Background: an optimization exercise with open tools, aiming at small area, a short achievable clock period and few clock cycles. Do not read the settings as production practice.
No run shown here included a check of the RTL's function; only the layout flow was run.
No activity file was given, so power comes from the tool's default toggle rates.

==> flow/design.v, too long to show whole: its modules and the start of the top module <==
// module rtc_fields_to_epoch_seconds_unit: 1297 lines
module rtc_fields_to_epoch_seconds_unit (
  input  logic      clk,
  input  logic      rst,
  input  logic      start,
  output logic      busy,
  input  rfes_pkg::rfes_in_t  fields,
  output logic      done,
  output rfes_pkg::rfes_out_t result,
  input  logic      cfg_write,
  input  logic      cfg_index,
  input  logic      cfg_data
);
  // ...
==> flow/flow/run.sh <==
#!/bin/bash
# Standard layout, with the port buffers made of the smallest buffer cell and
# Yosys's generic fine-grained ABC pass skipped, so that the adders written as
# gates reach full-adder extraction as written.
set -euo pipefail
bash standard.sh SYNTH_ARGS=-noabc BUFFER_PORTS_ARGS="-buffer_cell sky130_fd_sc_hd__buf_1" finish > standard_flow.log 2>&1
==> flow/standard.sh <==
#!/bin/bash
# synth_recipe.tcl (not shown) runs the flow's synth.tcl, then flattens the netlist and writes it again
# the make line also repeats each setting of config.mk as NAME=value (left out here)
make -C /OpenROAD-flow-scripts/flow DESIGN_CONFIG=/design/flow/config.mk WORK_HOME=/design/flow/orfs CLKGATE_MAP_FILE= SYNTH_SCRIPT=/design/flow/synth_recipe.tcl "${@:-finish}"
==> flow/config.mk <==
export PLATFORM = sky130hd
export DESIGN_NAME = rtc_fields_to_epoch_seconds_unit
export DESIGN_NICKNAME = rtc_fields_to_epoch_seconds_unit
export VERILOG_FILES = /design/flow/design.v
export SDC_FILE = /design/flow/constraint.sdc
export NUM_CORES = 4
export LEC_CHECK = 0
export CAP_MARGIN = 20
export CORE_MARGIN = 2
export CORE_UTILIZATION = 40
export CTS_BUF_LIST = sky130_fd_sc_hd__clkbuf_8
export SETUP_SLACK_MARGIN = 4.2
export SLEW_MARGIN = 20
==> flow/constraint.sdc <==
create_clock -name core_clock -period 8.0 [get_ports {clk}]
set_input_delay 1.6000 -clock core_clock [delete_from_list [all_inputs] [get_ports {clk}]]
set_output_delay 1.6000 -clock core_clock [all_outputs]
set_load 0.01 [all_outputs]
==> results.tsv, run 1 <==
metric	value	unit
seqPwrFrac	23.9	%
yosysTopAreaCell	dfxtp_1	
n_all_buffers	90	
hold_buffers	0	
dominant-cell-class	multi-input gates	
p_total	3.138	mW
multi_input_gates	455	
top_layer_used	met4	
grt_pass1_wl	22.93	mm
run_status	finished clean	
yosys.area_share.simple	11.41	%
worst-path-stages	9	
synth-async-reset-ratio	0	%
yosys.area.top_type_share	27.07	%
clk-power	307	µW
clk_path_buf_depth	2	
rows	47	
wire_per_inst	14.76	µm
path_clk_slew	90	ps
synth_compound_area_share	12.80	%
crit_type	reg2out	
seq-power	750	µW
max_freq	0.2655	GHz
synthCells	679	
grt_use_met2	25.82	%
p_clk_share	9.8	%
syn_nets	870	
synthXorXnorAreaFrac	4.079	%
max_stage_delay	330	ps
multiInputGateArea	4293	µm²
worst_slack	4233	ps
seq_cell_count	90	
fill_cells	1547	
required	6400	ps
hold_class	reg2reg	
start_util	40.57	%
globalRouteOverflowTotal	0	
num-clock-buffers	9	
tapCellCount	220	
yosysWarnings	1	
grt_use_met3	2.720	%
first_pass_iters	5	
==> run 2: changes to the inputs <==
--- a/flow/design.v
+++ b/flow/design.v
@@ -574,70 +574,59 @@
     err_day = (fields.raw_monthday == 8'd0) || rfes_pkg::day_gt(fields.raw_monthday, bcd_mode, ml);
     err_all = err_sec || err_min || err_hr || err_day || err_mon || err_yr;
     if (bcd_mode) begin
       fields_r = {fields.raw_year[1] ^ fields.raw_year[4], fields.raw_year[0]};
     end else begin
       fields_r = fields.raw_year[1:0];
     end
   end
-  logic [3:0]  mona;
-  logic [2:0]  monb;
-  assign mona[0] = (mon4 == 4'd1) || (mon4 == 4'd5) || (mon4 == 4'd9);
-  assign mona[1] = (mon4 == 4'd2) || (mon4 == 4'd6) || (mon4 == 4'd10);
-  assign mona[2] = (mon4 == 4'd3) || (mon4 == 4'd7) || (mon4 == 4'd11);
-  assign mona[3] = (mon4 == 4'd4) || (mon4 == 4'd8) || (mon4 == 4'd12);
-  assign monb[0] = (mon4 == 4'd1) || (mon4 == 4'd2) || (mon4 == 4'd3) || (mon4 == 4'd4);
-  assign monb[1] = (mon4 == 4'd5) || (mon4 == 4'd6) || (mon4 == 4'd7) || (mon4 == 4'd8);
-  assign monb[2] = (mon4 == 4'd9) || (mon4 == 4'd10) || (mon4 == 4'd11) || (mon4 == 4'd12);
+  logic [12:1] mon_oh;
+  assign mon_oh[1] = (mon4 == 4'd1);
+  assign mon_oh[2] = (mon4 == 4'd2);
+  assign mon_oh[3] = (mon4 == 4'd3);
+  assign mon_oh[4] = (mon4 == 4'd4);
+  assign mon_oh[5] = (mon4 == 4'd5);
+  assign mon_oh[6] = (mon4 == 4'd6);
+  assign mon_oh[7] = (mon4 == 4'd7);
+  assign mon_oh[8] = (mon4 == 4'd8);
+  assign mon_oh[9] = (mon4 == 4'd9);
+  assign mon_oh[10] = (mon4 == 4'd10);
+  assign mon_oh[11] = (mon4 == 4'd11);
+  assign mon_oh[12] = (mon4 == 4'd12);
   logic        v_q;
   logic        err_q;
   logic [4:0]  q_q;
   logic [1:0]  r_q;
-  logic [3:0]  mona_q;   
-  logic [2:0]  monb_q;   
+  logic [12:1] mon_q;    
   logic [4:0]  day_q;
   logic [4:0]  hr_q;
   logic [5:0]  min_q;
   logic [5:0]  sec_q;
   logic        leap_q;
   always_ff @(posedge clk) begin
     if (rst) begin
       v_q <= 1'b0;
     end else begin
       v_q <= start;
     end
   end
   always_ff @(posedge clk) begin
     err_q <= err_all;
     q_q   <= yr7[6:2];
     r_q   <= fields_r;
-    mona_q <= mona;
-    monb_q <= monb;
+    mon_q <= mon_oh;
     day_q <= day5;
     hr_q  <= hr5;
     min_q <= min6;
     sec_q <= sec6;
     leap_q <= leap;
   end
   logic [31:0] epoch;
   logic [31:0] tab;
-  logic [12:1] mon_q;
-  assign mon_q[1] = mona_q[0] & monb_q[0];
-  assign mon_q[2] = mona_q[1] & monb_q[0];
-  assign mon_q[3] = mona_q[2] & monb_q[0];
-  assign mon_q[4] = mona_q[3] & monb_q[0];
-  assign mon_q[5] = mona_q[0] & monb_q[1];
-  assign mon_q[6] = mona_q[1] & monb_q[1];
-  assign mon_q[7] = mona_q[2] & monb_q[1];
-  assign mon_q[8] = mona_q[3] & monb_q[1];
-  assign mon_q[9] = mona_q[0] & monb_q[2];
-  assign mon_q[10] = mona_q[1] & monb_q[2];
-  assign mon_q[11] = mona_q[2] & monb_q[2];
-  assign mon_q[12] = mona_q[3] & monb_q[2];
   assign tab[0] = 1'b0;
   assign tab[1] = 1'b0;
   assign tab[2] = 1'b0;
   assign tab[3] = 1'b0;
   assign tab[4] = 1'b0;
   assign tab[5] = 1'b0;
   assign tab[6] = 1'b0;
   assign tab[7] = (mon_q[1] & ~leap_q) | (mon_q[2] & leap_q) | mon_q[4] | mon_q[5] | mon_q[8] | mon_q[11] | mon_q[12];
@@ -945,16 +934,24 @@
   logic t413;
   logic t414;
   logic t415;
   logic t416;
   logic t417;
   logic t418;
   logic t419;
   logic t420;
+  logic t421;
+  logic t422;
+  logic t423;
+  logic t424;
+  logic t425;
+  logic t426;
+  logic t427;
+  logic t428;
   assign t136 = ~q_q[0] ^ day_q[0];
   assign t137 = ~q_q[0] & day_q[0];
   assign t138 = ~q_q[1] ^ day_q[1] ^ day_q[0];
   assign t139 = (~q_q[1] & day_q[1]) | (day_q[0] & (~q_q[1] ^ day_q[1]));
   assign t140 = ~q_q[2] ^ day_q[2];
   assign t141 = ~q_q[2] & day_q[2];
   assign t142 = ~q_q[3] ^ day_q[3] ^ day_q[2];
   assign t143 = (~q_q[3] & day_q[3]) | (day_q[2] & (~q_q[3] ^ day_q[3]));
@@ -1119,127 +1116,135 @@
   assign t302 = t256 ^ t255;
   assign t303 = t258 ^ t257;
   assign t304 = t260 ^ t259;
   assign t305 = t262 ^ t261;
   assign t306 = t264 ^ t263;
   assign t307 = t266 ^ t265;
   assign t308 = t268 ^ t267;
   assign t309 = t270 ^ t269;
-  assign t310 = 1'b0 ^ 1'b0;
-  assign t311 = 1'b1 & t244;
-  assign t312 = t246 & t245;
-  assign t313 = t248 & t247;
-  assign t314 = t250 & t249;
-  assign t315 = t252 & t251;
-  assign t316 = t254 & t253;
-  assign t317 = t256 & t255;
-  assign t318 = t258 & t257;
-  assign t319 = t260 & t259;
-  assign t320 = t262 & t261;
-  assign t321 = t264 & t263;
-  assign t322 = t266 & t265;
-  assign t323 = t268 & t267;
-  assign t324 = t270 & t269;
-  assign t325 = 1'b0 & 1'b0;
-  assign t326 = t312 | (t297 & t311);
-  assign t327 = t297 & t296;
-  assign t328 = t314 | (t299 & t313);
-  assign t329 = t299 & t298;
-  assign t330 = t316 | (t301 & t315);
-  assign t331 = t301 & t300;
-  assign t332 = t318 | (t303 & t317);
-  assign t333 = t303 & t302;
-  assign t334 = t320 | (t305 & t319);
-  assign t335 = t305 & t304;
-  assign t336 = t322 | (t307 & t321);
-  assign t337 = t307 & t306;
-  assign t338 = t324 | (t309 & t323);
-  assign t339 = t309 & t308;
-  assign t340 = t313 | (t298 & t326);
-  assign t341 = t298 & t327;
-  assign t342 = t328 | (t329 & t326);
-  assign t343 = t329 & t327;
-  assign t344 = t317 | (t302 & t330);
-  assign t345 = t302 & t331;
-  assign t346 = t332 | (t333 & t330);
-  assign t347 = t333 & t331;
-  assign t348 = t321 | (t306 & t334);
-  assign t349 = t306 & t335;
-  assign t350 = t336 | (t337 & t334);
-  assign t351 = t337 & t335;
-  assign t352 = t325 | (t310 & t338);
-  assign t353 = t315 | (t300 & t342);
-  assign t354 = t300 & t343;
-  assign t355 = t330 | (t331 & t342);
-  assign t356 = t331 & t343;
-  assign t357 = t344 | (t345 & t342);
-  assign t358 = t345 & t343;
-  assign t359 = t346 | (t347 & t342);
-  assign t360 = t347 & t343;
-  assign t361 = t323 | (t308 & t350);
-  assign t362 = t308 & t351;
-  assign t363 = t338 | (t339 & t350);
-  assign t364 = t339 & t351;
-  assign t365 = t352 | (t310 & t350);
-  assign t366 = t319 | (t304 & t359);
-  assign t367 = t304 & t360;
-  assign t368 = t334 | (t335 & t359);
-  assign t369 = t335 & t360;
-  assign t370 = t348 | (t349 & t359);
-  assign t371 = t349 & t360;
-  assign t372 = t350 | (t351 & t359);
-  assign t373 = t351 & t360;
-  assign t374 = t361 | (t362 & t359);
-  assign t375 = t362 & t360;
-  assign t376 = t363 | (t364 & t359);
-  assign t377 = t364 & t360;
-  assign t378 = t365 | (t310 & t359);
-  assign t379 = t297 ^ t311;
-  assign t380 = t298 ^ t326;
-  assign t381 = t299 ^ t340;
-  assign t382 = t300 ^ t342;
-  assign t383 = t301 ^ t353;
-  assign t384 = t302 ^ t355;
-  assign t385 = t303 ^ t357;
-  assign t386 = t304 ^ t359;
-  assign t387 = t305 ^ t366;
-  assign t388 = t306 ^ t368;
-  assign t389 = t307 ^ t370;
-  assign t390 = t308 ^ t372;
-  assign t391 = t309 ^ t374;
-  assign t392 = t310 ^ t376;
-  assign t393 = t272 ^ t271;
-  assign t394 = t272 & t271;
-  assign t395 = t274 ^ t273;
-  assign t396 = t274 & t273;
-  assign t397 = t276 ^ t275;
-  assign t398 = t276 & t275;
-  assign t399 = t278 ^ t277;
-  assign t400 = t278 & t277;
-  assign t401 = t280 ^ t279;
-  assign t402 = t280 & t279;
-  assign t403 = t282 ^ t281;
-  assign t404 = t282 & t281;
-  assign t405 = t284 ^ t283;
-  assign t406 = t284 & t283;
-  assign t407 = t286 ^ t285;
-  assign t408 = t286 & t285;
-  assign t409 = t288 ^ t287;
-  assign t410 = t288 & t287;
-  assign t411 = t290 ^ t289;
-  assign t412 = t290 & t289;
-  assign t413 = t292 ^ t291;
-  assign t414 = t292 & t291;
-  assign t415 = t294 ^ t293;
-  assign t416 = t294 & t293;
-  assign t417 = q_q[1] ^ t295;
-  assign t418 = q_q[1] & t295;
-  assign t419 = q_q[2] ^ 1'b1;
-  assign t420 = q_q[2] & 1'b1;
+  assign t310 = t272 ^ t271;
+  assign t311 = 1'b0 ^ 1'b0;
+  assign t312 = 1'b1 & t244;
+  assign t313 = t246 & t245;
+  assign t314 = t248 & t247;
+  assign t315 = t250 & t249;
+  assign t316 = t252 & t251;
+  assign t317 = t254 & t253;
+  assign t318 = t256 & t255;
+  assign t319 = t258 & t257;
+  assign t320 = t260 & t259;
+  assign t321 = t262 & t261;
+  assign t322 = t264 & t263;
+  assign t323 = t266 & t265;
+  assign t324 = t268 & t267;
+  assign t325 = t270 & t269;
+  assign t326 = t272 & t271;
+  assign t327 = 1'b0 & 1'b0;
+  assign t328 = t313 | (t297 & t312);
+  assign t329 = t297 & t296;
+  assign t330 = t315 | (t299 & t314);
+  assign t331 = t299 & t298;
+  assign t332 = t317 | (t301 & t316);
+  assign t333 = t301 & t300;
+  assign t334 = t319 | (t303 & t318);
+  assign t335 = t303 & t302;
+  assign t336 = t321 | (t305 & t320);
+  assign t337 = t305 & t304;
+  assign t338 = t323 | (t307 & t322);
+  assign t339 = t307 & t306;
+  assign t340 = t325 | (t309 & t324);
+  assign t341 = t309 & t308;
+  assign t342 = t327 | (t311 & t326);
+  assign t343 = t314 | (t298 & t328);
+  assign t344 = t298 & t329;
+  assign t345 = t330 | (t331 & t328);
+  assign t346 = t331 & t329;
+  assign t347 = t318 | (t302 & t332);
+  assign t348 = t302 & t333;
+  assign t349 = t334 | (t335 & t332);
+  assign t350 = t335 & t333;
+  assign t351 = t322 | (t306 & t336);
+  assign t352 = t306 & t337;
+  assign t353 = t338 | (t339 & t336);
+  assign t354 = t339 & t337;
+  assign t355 = t326 | (t310 & t340);
+  assign t356 = t310 & t341;
+  assign t357 = t342 | (t311 & t340);
+  assign t358 = t316 | (t300 & t345);
+  assign t359 = t300 & t346;
+  assign t360 = t332 | (t333 & t345);
+  assign t361 = t333 & t346;
+  assign t362 = t347 | (t348 & t345);
+  assign t363 = t348 & t346;
+  assign t364 = t349 | (t350 & t345);
+  assign t365 = t350 & t346;
+  assign t366 = t324 | (t308 & t353);
+  assign t367 = t308 & t354;
+  assign t368 = t340 | (t341 & t353);
+  assign t369 = t341 & t354;
+  assign t370 = t355 | (t356 & t353);
+  assign t371 = t356 & t354;
+  assign t372 = t357 | (t311 & t353);
+  assign t373 = t320 | (t304 & t364);
+  assign t374 = t304 & t365;
+  assign t375 = t336 | (t337 & t364);
+  assign t376 = t337 & t365;
+  assign t377 = t351 | (t352 & t364);
+  assign t378 = t352 & t365;
+  assign t379 = t353 | (t354 & t364);
+  assign t380 = t354 & t365;
+  assign t381 = t366 | (t367 & t364);
+  assign t382 = t367 & t365;
+  assign t383 = t368 | (t369 & t364);
+  assign t384 = t369 & t365;
+  assign t385 = t370 | (t371 & t364);
+  assign t386 = t371 & t365;
+  assign t387 = t372 | (t311 & t364);
+  assign t388 = t297 ^ t312;
+  assign t389 = t298 ^ t328;
+  assign t390 = t299 ^ t343;
+  assign t391 = t300 ^ t345;
+  assign t392 = t301 ^ t358;
+  assign t393 = t302 ^ t360;
+  assign t394 = t303 ^ t362;
+  assign t395 = t304 ^ t364;
+  assign t396 = t305 ^ t373;
+  assign t397 = t306 ^ t375;
+  assign t398 = t307 ^ t377;
+  assign t399 = t308 ^ t379;
+  assign t400 = t309 ^ t381;
+  assign t401 = t310 ^ t383;
+  assign t402 = t311 ^ t385;
+  assign t403 = t274 ^ t273;
+  assign t404 = t274 & t273;
+  assign t405 = t276 ^ t275;
+  assign t406 = t276 & t275;
+  assign t407 = t278 ^ t277;
+  assign t408 = t278 & t277;
+  assign t409 = t280 ^ t279;
+  assign t410 = t280 & t279;
+  assign t411 = t282 ^ t281;
+  assign t412 = t282 & t281;
+  assign t413 = t284 ^ t283;
+  assign t414 = t284 & t283;
+  assign t415 = t286 ^ t285;
+  assign t416 = t286 & t285;
+  assign t417 = t288 ^ t287;
+  assign t418 = t288 & t287;
+  assign t419 = t290 ^ t289;
+  assign t420 = t290 & t289;
+  assign t421 = t292 ^ t291;
+  assign t422 = t292 & t291;
+  assign t423 = t294 ^ t293;
+  assign t424 = t294 & t293;
+  assign t425 = q_q[1] ^ t295;
+  assign t426 = q_q[1] & t295;
+  assign t427 = q_q[2] ^ 1'b1;
+  assign t428 = q_q[2] & 1'b1;
   logic        v2_q;
   logic        err2_q;
   logic        lo_q_0;
   logic        lo_q_1;
   logic        lo_q_2;
   logic        lo_q_3;
   logic        lo_q_4;
   logic        lo_q_5;
@@ -1248,19 +1253,18 @@
   logic        lo_q_8;
   logic        lo_q_9;
   logic        lo_q_10;
   logic        lo_q_11;
   logic        lo_q_12;
   logic        lo_q_13;
   logic        lo_q_14;
   logic        lo_q_15;
+  logic        lo_q_16;
   logic        cy_q;
-  logic        p_q_16;
-  logic        g_q_16;
   logic        p_q_17;
   logic        g_q_17;
   logic        p_q_18;
   logic        g_q_18;
   logic        p_q_19;
   logic        g_q_19;
   logic        p_q_20;
   logic        g_q_20;
@@ -1291,69 +1295,60 @@
       v2_q <= v_q;
     end
   end
   always_ff @(posedge clk) begin
     err2_q <= err_q;
     lo_q_0 <= sec_q[0];
     lo_q_1 <= sec_q[1];
     lo_q_2 <= t296;
-    lo_q_3 <= t379;
-    lo_q_4 <= t380;
-    lo_q_5 <= t381;
-    lo_q_6 <= t382;
-    lo_q_7 <= t383;
-    lo_q_8 <= t384;
-    lo_q_9 <= t385;
-    lo_q_10 <= t386;
-    lo_q_11 <= t387;
-    lo_q_12 <= t388;
-    lo_q_13 <= t389;
-    lo_q_14 <= t390;
-    lo_q_15 <= t391;
-    cy_q <= t392;
-    p_q_16 <= t393;
-    g_q_16 <= t394;
-    p_q_17 <= t395;
-    g_q_17 <= t396;
-    p_q_18 <= t397;
-    g_q_18 <= t398;
-    p_q_19 <= t399;
-    g_q_19 <= t400;
-    p_q_20 <= t401;
-    g_q_20 <= t402;
-    p_q_21 <= t403;
-    g_q_21 <= t404;
-    p_q_22 <= t405;
-    g_q_22 <= t406;
-    p_q_23 <= t407;
-    g_q_23 <= t408;
-    p_q_24 <= t409;
-    g_q_24 <= t410;
-    p_q_25 <= t411;
-    g_q_25 <= t412;
-    p_q_26 <= t413;
-    g_q_26 <= t414;
-    p_q_27 <= t415;
-    g_q_27 <= t416;
-    p_q_28 <= t417;
-    g_q_28 <= t418;
-    p_q_29 <= t419;
-    g_q_29 <= t420;
+    lo_q_3 <= t388;
+    lo_q_4 <= t389;
+    lo_q_5 <= t390;
+    lo_q_6 <= t391;
+    lo_q_7 <= t392;
+    lo_q_8 <= t393;
+    lo_q_9 <= t394;
+    lo_q_10 <= t395;
+    lo_q_11 <= t396;
+    lo_q_12 <= t397;
+    lo_q_13 <= t398;
+    lo_q_14 <= t399;
+    lo_q_15 <= t400;
+    lo_q_16 <= t401;
+    cy_q <= t402;
+    p_q_17 <= t403;
+    g_q_17 <= t404;
+    p_q_18 <= t405;
+    g_q_18 <= t406;
+    p_q_19 <= t407;
+    g_q_19 <= t408;
+    p_q_20 <= t409;
+    g_q_20 <= t410;
+    p_q_21 <= t411;
+    g_q_21 <= t412;
+    p_q_22 <= t413;
+    g_q_22 <= t414;
+    p_q_23 <= t415;
+    g_q_23 <= t416;
+    p_q_24 <= t417;
+    g_q_24 <= t418;
+    p_q_25 <= t419;
+    g_q_25 <= t420;
+    p_q_26 <= t421;
+    g_q_26 <= t422;
+    p_q_27 <= t423;
+    g_q_27 <= t424;
+    p_q_28 <= t425;
+    g_q_28 <= t426;
+    p_q_29 <= t427;
+    g_q_29 <= t428;
     p_q_30 <= q_q[3];
     p_q_31 <= q_q[4];
   end
-  logic t421;
-  logic t422;
-  logic t423;
-  logic t424;
-  logic t425;
-  logic t426;
-  logic t427;
-  logic t428;
   logic t429;
   logic t430;
   logic t431;
   logic t432;
   logic t433;
   logic t434;
   logic t435;
   logic t436;
@@ -1417,93 +1412,89 @@
   logic t494;
   logic t495;
   logic t496;
   logic t497;
   logic t498;
   logic t499;
   logic t500;
   logic t501;
-  assign t421 = g_q_16 | (p_q_16 & cy_q);
-  assign t422 = p_q_16 & 1'b0;
-  assign t423 = g_q_18 | (p_q_18 & g_q_17);
-  assign t424 = p_q_18 & p_q_17;
-  assign t425 = g_q_20 | (p_q_20 & g_q_19);
-  assign t426 = p_q_20 & p_q_19;
-  assign t427 = g_q_22 | (p_q_22 & g_q_21);
-  assign t428 = p_q_22 & p_q_21;
-  assign t429 = g_q_24 | (p_q_24 & g_q_23);
-  assign t430 = p_q_24 & p_q_23;
-  assign t431 = g_q_26 | (p_q_26 & g_q_25);
-  assign t432 = p_q_26 & p_q_25;
-  assign t433 = g_q_28 | (p_q_28 & g_q_27);
-  assign t434 = p_q_28 & p_q_27;
-  assign t435 = 1'b0 | (p_q_30 & g_q_29);
-  assign t436 = p_q_30 & p_q_29;
-  assign t437 = g_q_17 | (p_q_17 & t421);
-  assign t438 = p_q_17 & t422;
-  assign t439 = t423 | (t424 & t421);
-  assign t440 = t424 & t422;
-  assign t441 = g_q_21 | (p_q_21 & t425);
-  assign t442 = p_q_21 & t426;
-  assign t443 = t427 | (t428 & t425);
-  assign t444 = t428 & t426;
-  assign t445 = g_q_25 | (p_q_25 & t429);
-  assign t446 = p_q_25 & t430;
-  assign t447 = t431 | (t432 & t429);
-  assign t448 = t432 & t430;
-  assign t449 = g_q_29 | (p_q_29 & t433);
-  assign t450 = p_q_29 & t434;
-  assign t451 = t435 | (t436 & t433);
-  assign t452 = t436 & t434;
-  assign t453 = g_q_19 | (p_q_19 & t439);
-  assign t454 = p_q_19 & t440;
-  assign t455 = t425 | (t426 & t439);
-  assign t456 = t426 & t440;
-  assign t457 = t441 | (t442 & t439);
-  assign t458 = t442 & t440;
-  assign t459 = t443 | (t444 & t439);
-  assign t460 = t444 & t440;
-  assign t461 = g_q_27 | (p_q_27 & t447);
-  assign t462 = p_q_27 & t448;
-  assign t463 = t433 | (t434 & t447);
-  assign t464 = t434 & t448;
-  assign t465 = t449 | (t450 & t447);
-  assign t466 = t450 & t448;
-  assign t467 = t451 | (t452 & t447);
-  assign t468 = t452 & t448;
-  assign t469 = g_q_23 | (p_q_23 & t459);
-  assign t470 = p_q_23 & t460;
-  assign t471 = t429 | (t430 & t459);
-  assign t472 = t430 & t460;
-  assign t473 = t445 | (t446 & t459);
-  assign t474 = t446 & t460;
-  assign t475 = t447 | (t448 & t459);
-  assign t476 = t448 & t460;
-  assign t477 = t461 | (t462 & t459);
-  assign t478 = t462 & t460;
-  assign t479 = t463 | (t464 & t459);
-  assign t480 = t464 & t460;
-  assign t481 = t465 | (t466 & t459);
-  assign t482 = t466 & t460;
-  assign t483 = t467 | (t468 & t459);
-  assign t484 = t468 & t460;
-  assign t485 = 1'b0 | (p_q_31 & t483);
-  assign t486 = p_q_16 ^ cy_q;
-  assign t487 = p_q_17 ^ t421;
-  assign t488 = p_q_18 ^ t437;
-  assign t489 = p_q_19 ^ t439;
-  assign t490 = p_q_20 ^ t453;
-  assign t491 = p_q_21 ^ t455;
-  assign t492 = p_q_22 ^ t457;
-  assign t493 = p_q_23 ^ t459;
-  assign t494 = p_q_24 ^ t469;
-  assign t495 = p_q_25 ^ t471;
-  assign t496 = p_q_26 ^ t473;
-  assign t497 = p_q_27 ^ t475;
-  assign t498 = p_q_28 ^ t477;
-  assign t499 = p_q_29 ^ t479;
-  assign t500 = p_q_30 ^ t481;
-  assign t501 = p_q_31 ^ t483;
-  assign epoch = {t501, t500, t499, t498, t497, t496, t495, t494, t493, t492, t491, t490, t489, t488, t487, t486, lo_q_15, lo_q_14, lo_q_13, lo_q_12, lo_q_11, lo_q_10, lo_q_9, lo_q_8, lo_q_7, lo_q_6, lo_q_5, lo_q_4, lo_q_3, lo_q_2, lo_q_1, lo_q_0};
+  logic t502;
+  logic t503;
+  assign t429 = g_q_17 | (p_q_17 & cy_q);
+  assign t430 = p_q_17 & 1'b0;
+  assign t431 = g_q_19 | (p_q_19 & g_q_18);
+  assign t432 = p_q_19 & p_q_18;
+  assign t433 = g_q_21 | (p_q_21 & g_q_20);
+  assign t434 = p_q_21 & p_q_20;
+  assign t435 = g_q_23 | (p_q_23 & g_q_22);
+  assign t436 = p_q_23 & p_q_22;
+  assign t437 = g_q_25 | (p_q_25 & g_q_24);
+  assign t438 = p_q_25 & p_q_24;
+  assign t439 = g_q_27 | (p_q_27 & g_q_26);
+  assign t440 = p_q_27 & p_q_26;
+  assign t441 = g_q_29 | (p_q_29 & g_q_28);
+  assign t442 = p_q_29 & p_q_28;
+  assign t443 = 1'b0 | (p_q_31 & 1'b0);
+  assign t444 = g_q_18 | (p_q_18 & t429);
+  assign t445 = p_q_18 & t430;
+  assign t446 = t431 | (t432 & t429);
+  assign t447 = t432 & t430;
+  assign t448 = g_q_22 | (p_q_22 & t433);
+  assign t449 = p_q_22 & t434;
+  assign t450 = t435 | (t436 & t433);
+  assign t451 = t436 & t434;
+  assign t452 = g_q_26 | (p_q_26 & t437);
+  assign t453 = p_q_26 & t438;
+  assign t454 = t439 | (t440 & t437);
+  assign t455 = t440 & t438;
+  assign t456 = 1'b0 | (p_q_30 & t441);
+  assign t457 = p_q_30 & t442;
+  assign t458 = t443 | (p_q_31 & t441);
+  assign t459 = g_q_20 | (p_q_20 & t446);
+  assign t460 = p_q_20 & t447;
+  assign t461 = t433 | (t434 & t446);
+  assign t462 = t434 & t447;
+  assign t463 = t448 | (t449 & t446);
+  assign t464 = t449 & t447;
+  assign t465 = t450 | (t451 & t446);
+  assign t466 = t451 & t447;
+  assign t467 = g_q_28 | (p_q_28 & t454);
+  assign t468 = p_q_28 & t455;
+  assign t469 = t441 | (t442 & t454);
+  assign t470 = t442 & t455;
+  assign t471 = t456 | (t457 & t454);
+  assign t472 = t457 & t455;
+  assign t473 = t458 | (p_q_31 & t454);
+  assign t474 = g_q_24 | (p_q_24 & t465);
+  assign t475 = p_q_24 & t466;
+  assign t476 = t437 | (t438 & t465);
+  assign t477 = t438 & t466;
+  assign t478 = t452 | (t453 & t465);
+  assign t479 = t453 & t466;
+  assign t480 = t454 | (t455 & t465);
+  assign t481 = t455 & t466;
+  assign t482 = t467 | (t468 & t465);
+  assign t483 = t468 & t466;
+  assign t484 = t469 | (t470 & t465);
+  assign t485 = t470 & t466;
+  assign t486 = t471 | (t472 & t465);
+  assign t487 = t472 & t466;
+  assign t488 = t473 | (p_q_31 & t465);
+  assign t489 = p_q_17 ^ cy_q;
+  assign t490 = p_q_18 ^ t429;
+  assign t491 = p_q_19 ^ t444;
+  assign t492 = p_q_20 ^ t446;
+  assign t493 = p_q_21 ^ t459;
+  assign t494 = p_q_22 ^ t461;
+  assign t495 = p_q_23 ^ t463;
+  assign t496 = p_q_24 ^ t465;
+  assign t497 = p_q_25 ^ t474;
+  assign t498 = p_q_26 ^ t476;
+  assign t499 = p_q_27 ^ t478;
+  assign t500 = p_q_28 ^ t480;
+  assign t501 = p_q_29 ^ t482;
+  assign t502 = p_q_30 ^ t484;
+  assign t503 = p_q_31 ^ t486;
+  assign epoch = {t503, t502, t501, t500, t499, t498, t497, t496, t495, t494, t493, t492, t491, t490, t489, lo_q_16, lo_q_15, lo_q_14, lo_q_13, lo_q_12, lo_q_11, lo_q_10, lo_q_9, lo_q_8, lo_q_7, lo_q_6, lo_q_5, lo_q_4, lo_q_3, lo_q_2, lo_q_1, lo_q_0};
   assign done   = v2_q;
   assign result = {epoch, err2_q};
 endmodule
==> results.tsv, run 2 <==
metric	value	unit	change
drv_slew	0		
dpl.hpwl	11.20	mm	
final_cell_mix	dfxtp_1, buf_1, inv_1, fa_1, ha_1		
h-tree-depth	3		
maxCapViolCount	0		
powerDensity	462.3	nW/µm²	
final_min_period_over_clock_period	46.84	%	
layout_commonest_cell	dfxtp_1		
vias	4490		
grt_antenna_before_repair	0		
top_regs	mon_q x12, min_q x6, sec_q x6		
rsz0062_at_grt	yes		
r2r_slack	4250	ps	
synthCells	646		-4.9%
cp-start-kind	flop		
synth_compound_area_share	10.67	%	-2.1 points
dpl_worst_slack	4017	ps	
cts_root_buf	clkbuf_8		
r2r-end	lo_q_16		
top_register	mon_q		
final.setup.tns	0	ps	
cts_tree	yes		
yosys-mux-area-fraction	0.1728	%	
crit_fanout	3		
chipHeight	131.6	µm	
drc	0		
min_from	sec_q[0]		
clock_latency	390	ps	
place.gp.congestion	0.8754		
path_clk_slew	100	ps	about the same
rows	46		-2.1%
ant_nets	0		
drtIter0Drc	199		
wire_per_inst	14.53	µm	-1.6%
yosys.cell_count.top_type	dfxtp_1		
end_kind	output port		
seq_area_frac_synth	28.87	%	
yosys_register_bits	94		
min_path_cells	0		
largest_reg_flops	12		
final_hold_viol_count	0		
total_leakage_power	3.211	nW	
synth_edf_count	0		
crit_type	reg2out		
syn-cell-area	6518	µm²	
syn_to_final_growth	8.965	%	
r2r_cells	12		
required	6400	ps	about the same
yosys.area.top_type_share	28.87	%	+1.8 points
ys_top_cells_by_count	dfxtp_1, inv_1, fa_1, ha_1, nor2_1		
pin_count	89		
final_net_count	894		
setup_viol	0		
avgSynthCellArea	10.09	µm²	
drive_gt1_share	6.780	%	
fin_skew	19.72	ps	
yosys.area_share.simple	11.36	%	-0.045 points
synthXorXnorAreaFrac	4.435	%	+0.36 points
die-width	131.6	µm	
clk_path_buf_depth	2		unchanged
first_pass_iters	4		-1
vias_per_cell	4.859		
yosysTopAreaCell	dfxtp_1		
wirelength	13.42	mm	
ir_worst_vdd	321.0	µV	
synthFlopType	dfxtp_1		
relSlewSlack	37.96	%	
reg2reg_from	day_q[4]		
grt_pass1_wl	21.92	mm	-4.4%
hold_end	lo_q_0		
fp.coreArea	15890	µm²	
cts_made_buffers	9		
hold_buffers	0		unchanged
synth_top_family_by_area	adder cells		
synth_cell_type_count	55		
synth-async-reset-ratio	0	%	unchanged
die_area	17330	µm²	
max_freq	0.2669	GHz	+0.53%
worst_ep_arrival_time	2150	ps	
globalRouteOverflowTotal	0		unchanged
grt_pass1_vias	4566		
grt_max_degree	34		
track_usage	15.84	%	
cts_sinks	94		
syn_nets	837		-3.8%
fin_crit	3747	ps	
synth_fa_ha_area_share	35.05	%	
portBuffers	87		
yosysWarnings	1		unchanged
antenna_cells	0		
synth_area_leaders	dfxtp_1, fa_1, ha_1, inv_1, buf_4		
start_util	41.03	%	+0.46 points
run_status	finished clean		
worst_slack	4253	ps	+19.85 ps
tightest_slew	929.3	ps	
fill_cells	1595		+3.1%
hold_class	reg2reg		
run 2: cell count changes after synthesis, moves of 4 or more:
cell,before,now
a211oi_1,1,5
nor3b_1,4,0
o21ai_0,34,15
o21ai_1,0,4
nor2_1,41,37
nand4_1,9,2
nand2_1,30,34
buf_2,8,2
clkbuf_1,14,9
dfxtp_1,90,94
nand3_1,9,18
a21oi_1,37,29
run 2: kinds of logic (layout without fill, tap and decap cells):
logic type | count (synthesis) | after routing
compound gates | 104 | 104
xor+xnor | 33 | 33
fa+ha+maj | 137 | 137
buf+inv | 126 | 188
flops | 94 | 94
mux | 1 | 1
other cells | 1 | 1
simple gates | 150 | 150
run 2: through the flow:
| step | hold WS [ps] | total power, mW | std cells | util, % | instance area [µm²] |
|---|---|---|---|---|---|
| after global routing | 339.1 | 3.638 | 924 | 44.71 | 7102 |
| after CTS | 332.4 | 3.195 | 919 | 44.22 | 7024 |
| after global placement | 316.6 | 2.758 | 903 | 42.83 | 6804 |
| final | 330.7 | 3.283 | 924 | 44.71 | 7102 |
| after floorplan | 309.6 | 2.450 | 646 | - | 6518 |
| after detailed placement | 312.1 | 2.808 | 903 | 42.83 | 6804 |
run 2: worst max-delay path by stage:
stage | from | to | slack, ps | cells past startpoint
2_1_floorplan | day_q[4] | lo_q_16 | 4340 | 12
3_3_place_gp | day_q[4] | lo_q_16 | 4160 | 12
3_5_place_dp | day_q[4] | lo_q_16 | 4020 | 12
4_1_cts | day_q[3] | lo_q_14 | 4190 | 12
5_1_grt | p_q_17 | result[31] | 4110 | 8
6_report | p_q_17 | result[32] | 4250 | 8
run 2: per-layer routing:
layer	global-route usage, %	up-vias	wire length, µm
li1	-	2219	-
met1	21.92	2121	6587
met2	24.00	132	5844
met3	2.855	18	668
met4	7.428	0	320
met5	0	-	0
run 2: worst max-delay path, stage by stage (launching register included):
cell       delay (ps)
dfxtp_2           340
ha_4              150
o211ai_1          260
a21oi_2           130
o2111ai_2         220
nand2_1           120
a41o_1            250
xor2_1            160
buf_2             140
run 2: cell type report:
class	instances	area (µm²)	share of cell area, %
repair buffers	92	371.6	5.233
clock inverters	5	33.78	0.4757
flip-flops and latches	94	1897	26.71
multi-input cells	426	4075	57.38
inverters	80	302.8	4.264
well taps	216	270.3	3.805
clock buffers	11	151.4	2.132
run 2: report_power, final:
| group | total, mW | switching [mW] | leakage (nW) | internal, mW |
|---|---|---|---|---|
| Combinational | 2.23 | 1.18 | 2.32 | 1.05 |
| Sequential | 0.754 | 0.100 | 0.787 | 0.653 |
| Clock | 0.299 | 0.168 | 0.103 | 0.131 |
run 2: timing repair:
item                       CTS  global route
setup endpoints to repair    8            11
pin swaps                    8            10
buffers inserted             0             5
gates resized for setup     10            15
==> run 3: changes to the inputs <==
--- a/flow/config.mk
+++ b/flow/config.mk
@@ -9,5 +9,5 @@
 export CORE_MARGIN = 2
 export CORE_UTILIZATION = 40
 export CTS_BUF_LIST = sky130_fd_sc_hd__clkbuf_8
-export SETUP_SLACK_MARGIN = 4.2
+export SETUP_SLACK_MARGIN = 4.5
 export SLEW_MARGIN = 20
==> results.tsv, run 3 <==
metric	value	unit	change
run_status	finished clean		
powerDensity	492.2	nW/µm²	+6.5%
yosys_register_bits	94		unchanged
design_area	7472	µm²	+5.2%
placed_cell_area	6824	µm²	+0.29%
fin_skew	15.48	ps	-4.239 ps
final.setup.tns	0	ps	unchanged
worst_ep_arrival_time	2090	ps	-60 ps
p_total	3.678	mW	+12%
grt_pass1_vias	4635		+1.5%
syn_nets	837		unchanged
maxCapViolCount	0		unchanged
required	6400	ps	about the same
synthFlopType	dfxtp_1		
synthXorXnorAreaFrac	4.435	%	unchanged
start_util	41.03	%	unchanged
r2r-end	lo_q_15		
crit_type	reg2out		
synthCells	646		unchanged
setup_viol	0		unchanged
drtIter0Drc	180		-9.5%
yosysTopAreaCell	dfxtp_1		
ir_worst_vdd	381.8	µV	+19%
startpoint	cy_q		
drc	0		unchanged
syn-cell-area	6518	µm²	unchanged
tightest_slew	1015	ps	+85.79 ps
cts_tree	yes		
crit_fanout	3		unchanged
antenna_cells	0		unchanged
fill_cells	1524		-4.5%
critPathCapture	result[31]		
rsz0062_at_grt	yes		
yosys.area_share.simple	11.36	%	unchanged
drv_slew	0		unchanged
grt_antenna_before_repair	0		unchanged
syn_to_final_growth	14.65	%	
total_leakage_power	3.351	nW	+4.4%
die-width	131.6	µm	unchanged
final_hold_viol_count	0		unchanged
h-tree-depth	3		unchanged
vias	4587		+2.2%
synth_cell_type_count	55		unchanged
pin_count	89		unchanged
ys_top_cells_by_count	dfxtp_1, inv_1, fa_1, ha_1, nor2_1		
cts_made_buffers	9		unchanged
clock_latency	380	ps	about the same
wire_per_inst	14.67	µm	+1.0%
largest_reg_flops	12		unchanged
end_kind	output port		
reg2reg_from	day_q[2]		
wirelength	13.85	mm	+3.2%
clk_path_buf_depth	2		unchanged
die_area	17330	µm²	unchanged
cts_sinks	94		unchanged
drive_gt1_share	14.70	%	+7.9 points
top_register	mon_q		
ant_nets	0		unchanged
relSlewSlack	32.23	%	-5.7 points
portBuffers	87		unchanged
final_cell_mix	inv_1, buf_1, dfxtp_1, fa_1, ha_1		
r2r_slack	4360	ps	+110 ps
synth_edf_count	0		unchanged
top_regs	mon_q x12, min_q x6, sec_q x6		
min_path_cells	0		unchanged
fp.coreArea	15890	µm²	unchanged
yosys.cell_count.top_type	dfxtp_1		
hold_class	reg2reg		
cp-start-kind	flop		
rows	46		unchanged
final_net_count	914		+2.2%
track_usage	16.42	%	+0.58 points
chipHeight	131.6	µm	unchanged
synth-async-reset-ratio	0	%	unchanged
synth_area_leaders	dfxtp_1, fa_1, ha_1, inv_1, buf_4		
yosys-mux-area-fraction	0.1728	%	unchanged
yosysWarnings	1		unchanged
yosys.area.top_type_share	28.87	%	unchanged
r2r_cells	13		+1
first_pass_iters	5		+1
synth_top_family_by_area	adder cells		
avgSynthCellArea	10.09	µm²	unchanged
final_min_period_over_clock_period	46.12	%	-0.71 points
seq_area_frac_synth	28.87	%	unchanged
grt_max_degree	34		unchanged
dpl.hpwl	11.32	mm	+1.1%
path_clk_slew	100	ps	about the same
vias_per_cell	4.859		about the same
cts_root_buf	clkbuf_8		
globalRouteOverflowTotal	0		unchanged
fin_crit	3690	ps	-57.19 ps
synth_compound_area_share	10.67	%	unchanged
max_freq	0.2710	GHz	+1.6%
place.gp.congestion	0.8923		+1.9%
synth_fa_ha_area_share	35.05	%	unchanged
grt_pass1_wl	22.70	mm	+3.6%
## run 3: cell count changes in the layout (fill, tap and decap cells not counted), moves of 5 or more
| cell | change |
|---|---|
| buf_1 | -5 |
| buf_2 | +6 |
| buf_4 | +20 |
| dfxtp_1 | -11 |
| dfxtp_2 | +5 |
| dfxtp_4 | +6 |
## run 3: kinds of logic (layout without fill, tap and decap cells)
logic type,count (synthesis),in the layout
muxes,1,1
buffers and inverters,126,208
xor gates and xnor gates,33,33
adders and majority gates,137,137
and+or+nand+nor,150,150
other,1,1
DFF,94,94
AOI/OAI and AO/OA,104,104
## run 3: stage by stage
stage	hold WS [ps]	utilization [%]	setup WS [ps]	std cells
detailed placement	314.3	42.96	4268	903
floorplan	309.6	-	4509	646
CTS	340.8	45.48	4229	930
finish	335.7	47.04	4310	944
global route	347.2	47.04	4160	944
global placement	311.0	42.96	4347	903
## run 3: layout make-up
type,instances,area [µm²],share of cell area [%]
clock inverter,7,95.09,1.273
sequential,94,1926,25.77
timing repair buffer,112,528.0,7.066
inverter,80,305.3,4.086
clock buffer,9,123.9,1.658
tap,216,270.3,3.617
multi-input combinational,426,4224,56.53
## run 3: power breakdown
group          internal (mW)  switching (mW)
Clock                  0.177           0.171
Combinational           1.26            1.32
Sequential             0.656          0.0958
Total                   2.09            1.58
## run 3: worst max-delay path: stages, from the launching register on
cell and delay, ps:
dfxtp_2 340, ha_4 150, o211ai_1 140, buf_4 160, a21oi_4 80, o2111ai_4 260
nand2_2 80, a41o_1 210, a31oi_1 130, buf_2 150
## run 3: repair_timing
action	4_1_cts	5_1_grt
hold buffers	0	0
endpoints found under the setup margin	17	17
gates resized for setup	37	36
setup buffers	11	14
pin swaps	17	20
## run 3: layer usage
metal	track usage, %	vias to the layer above	wire, µm
met5	0	-	0
met2	25.22	116	6145
met3	2.585	16	590
met4	6.159	0	280
li1	-	2269	-
met1	23.32	2186	6834
## run 3: worst min-delay path by stage
| stage | startpoint | to | slack, ps |
|---|---|---|---|
| after floorplan | err_q | err2_q | 310 |
| after global placement | sec_q[1] | lo_q_1 | 310 |
| after detailed placement | sec_q[0] | lo_q_0 | 310 |
| after global routing | sec_q[1] | lo_q_1 | 350 |
| final | sec_q[0] | lo_q_0 | 340 |
| after CTS | sec_q[1] | lo_q_1 | 340 |

==> afterwards: timing with drivers on the ports <==
How much do the figures lean on ideal ports? The routed layouts below were timed once more, with nothing changed but the port constraints.
Step 1 sets driving cells, clkbuf_16 on the clock port and buf_2 on the other inputs (assumed; they add their load-dependent delay and slew).
Step 2, shift: input delay + t, output delay - t, t = (earliest + latest rising clock arrival at the registers) / 2. This alone moves slack from input paths to output paths.
Slacks: no drivers / after step 1 / after step 2; pairs: no drivers / after step 1.
run	shift t [ns]	setup WS [ns]	worst setup path at the end	latest minus earliest clock arrival (ns)	pins driven straight from the clock port
run 1	0.404	4.233 / 4.200 / 4.302	register to register	0.013 / 0.014	1
run 2	0.409	4.253 / 4.219 / 4.254	register to register	0.020 / 0.020	1
run 3	0.411	4.310 / 4.275 / 4.356	register to register	0.016 / 0.016	1
After both steps every run listed still meets setup and hold.
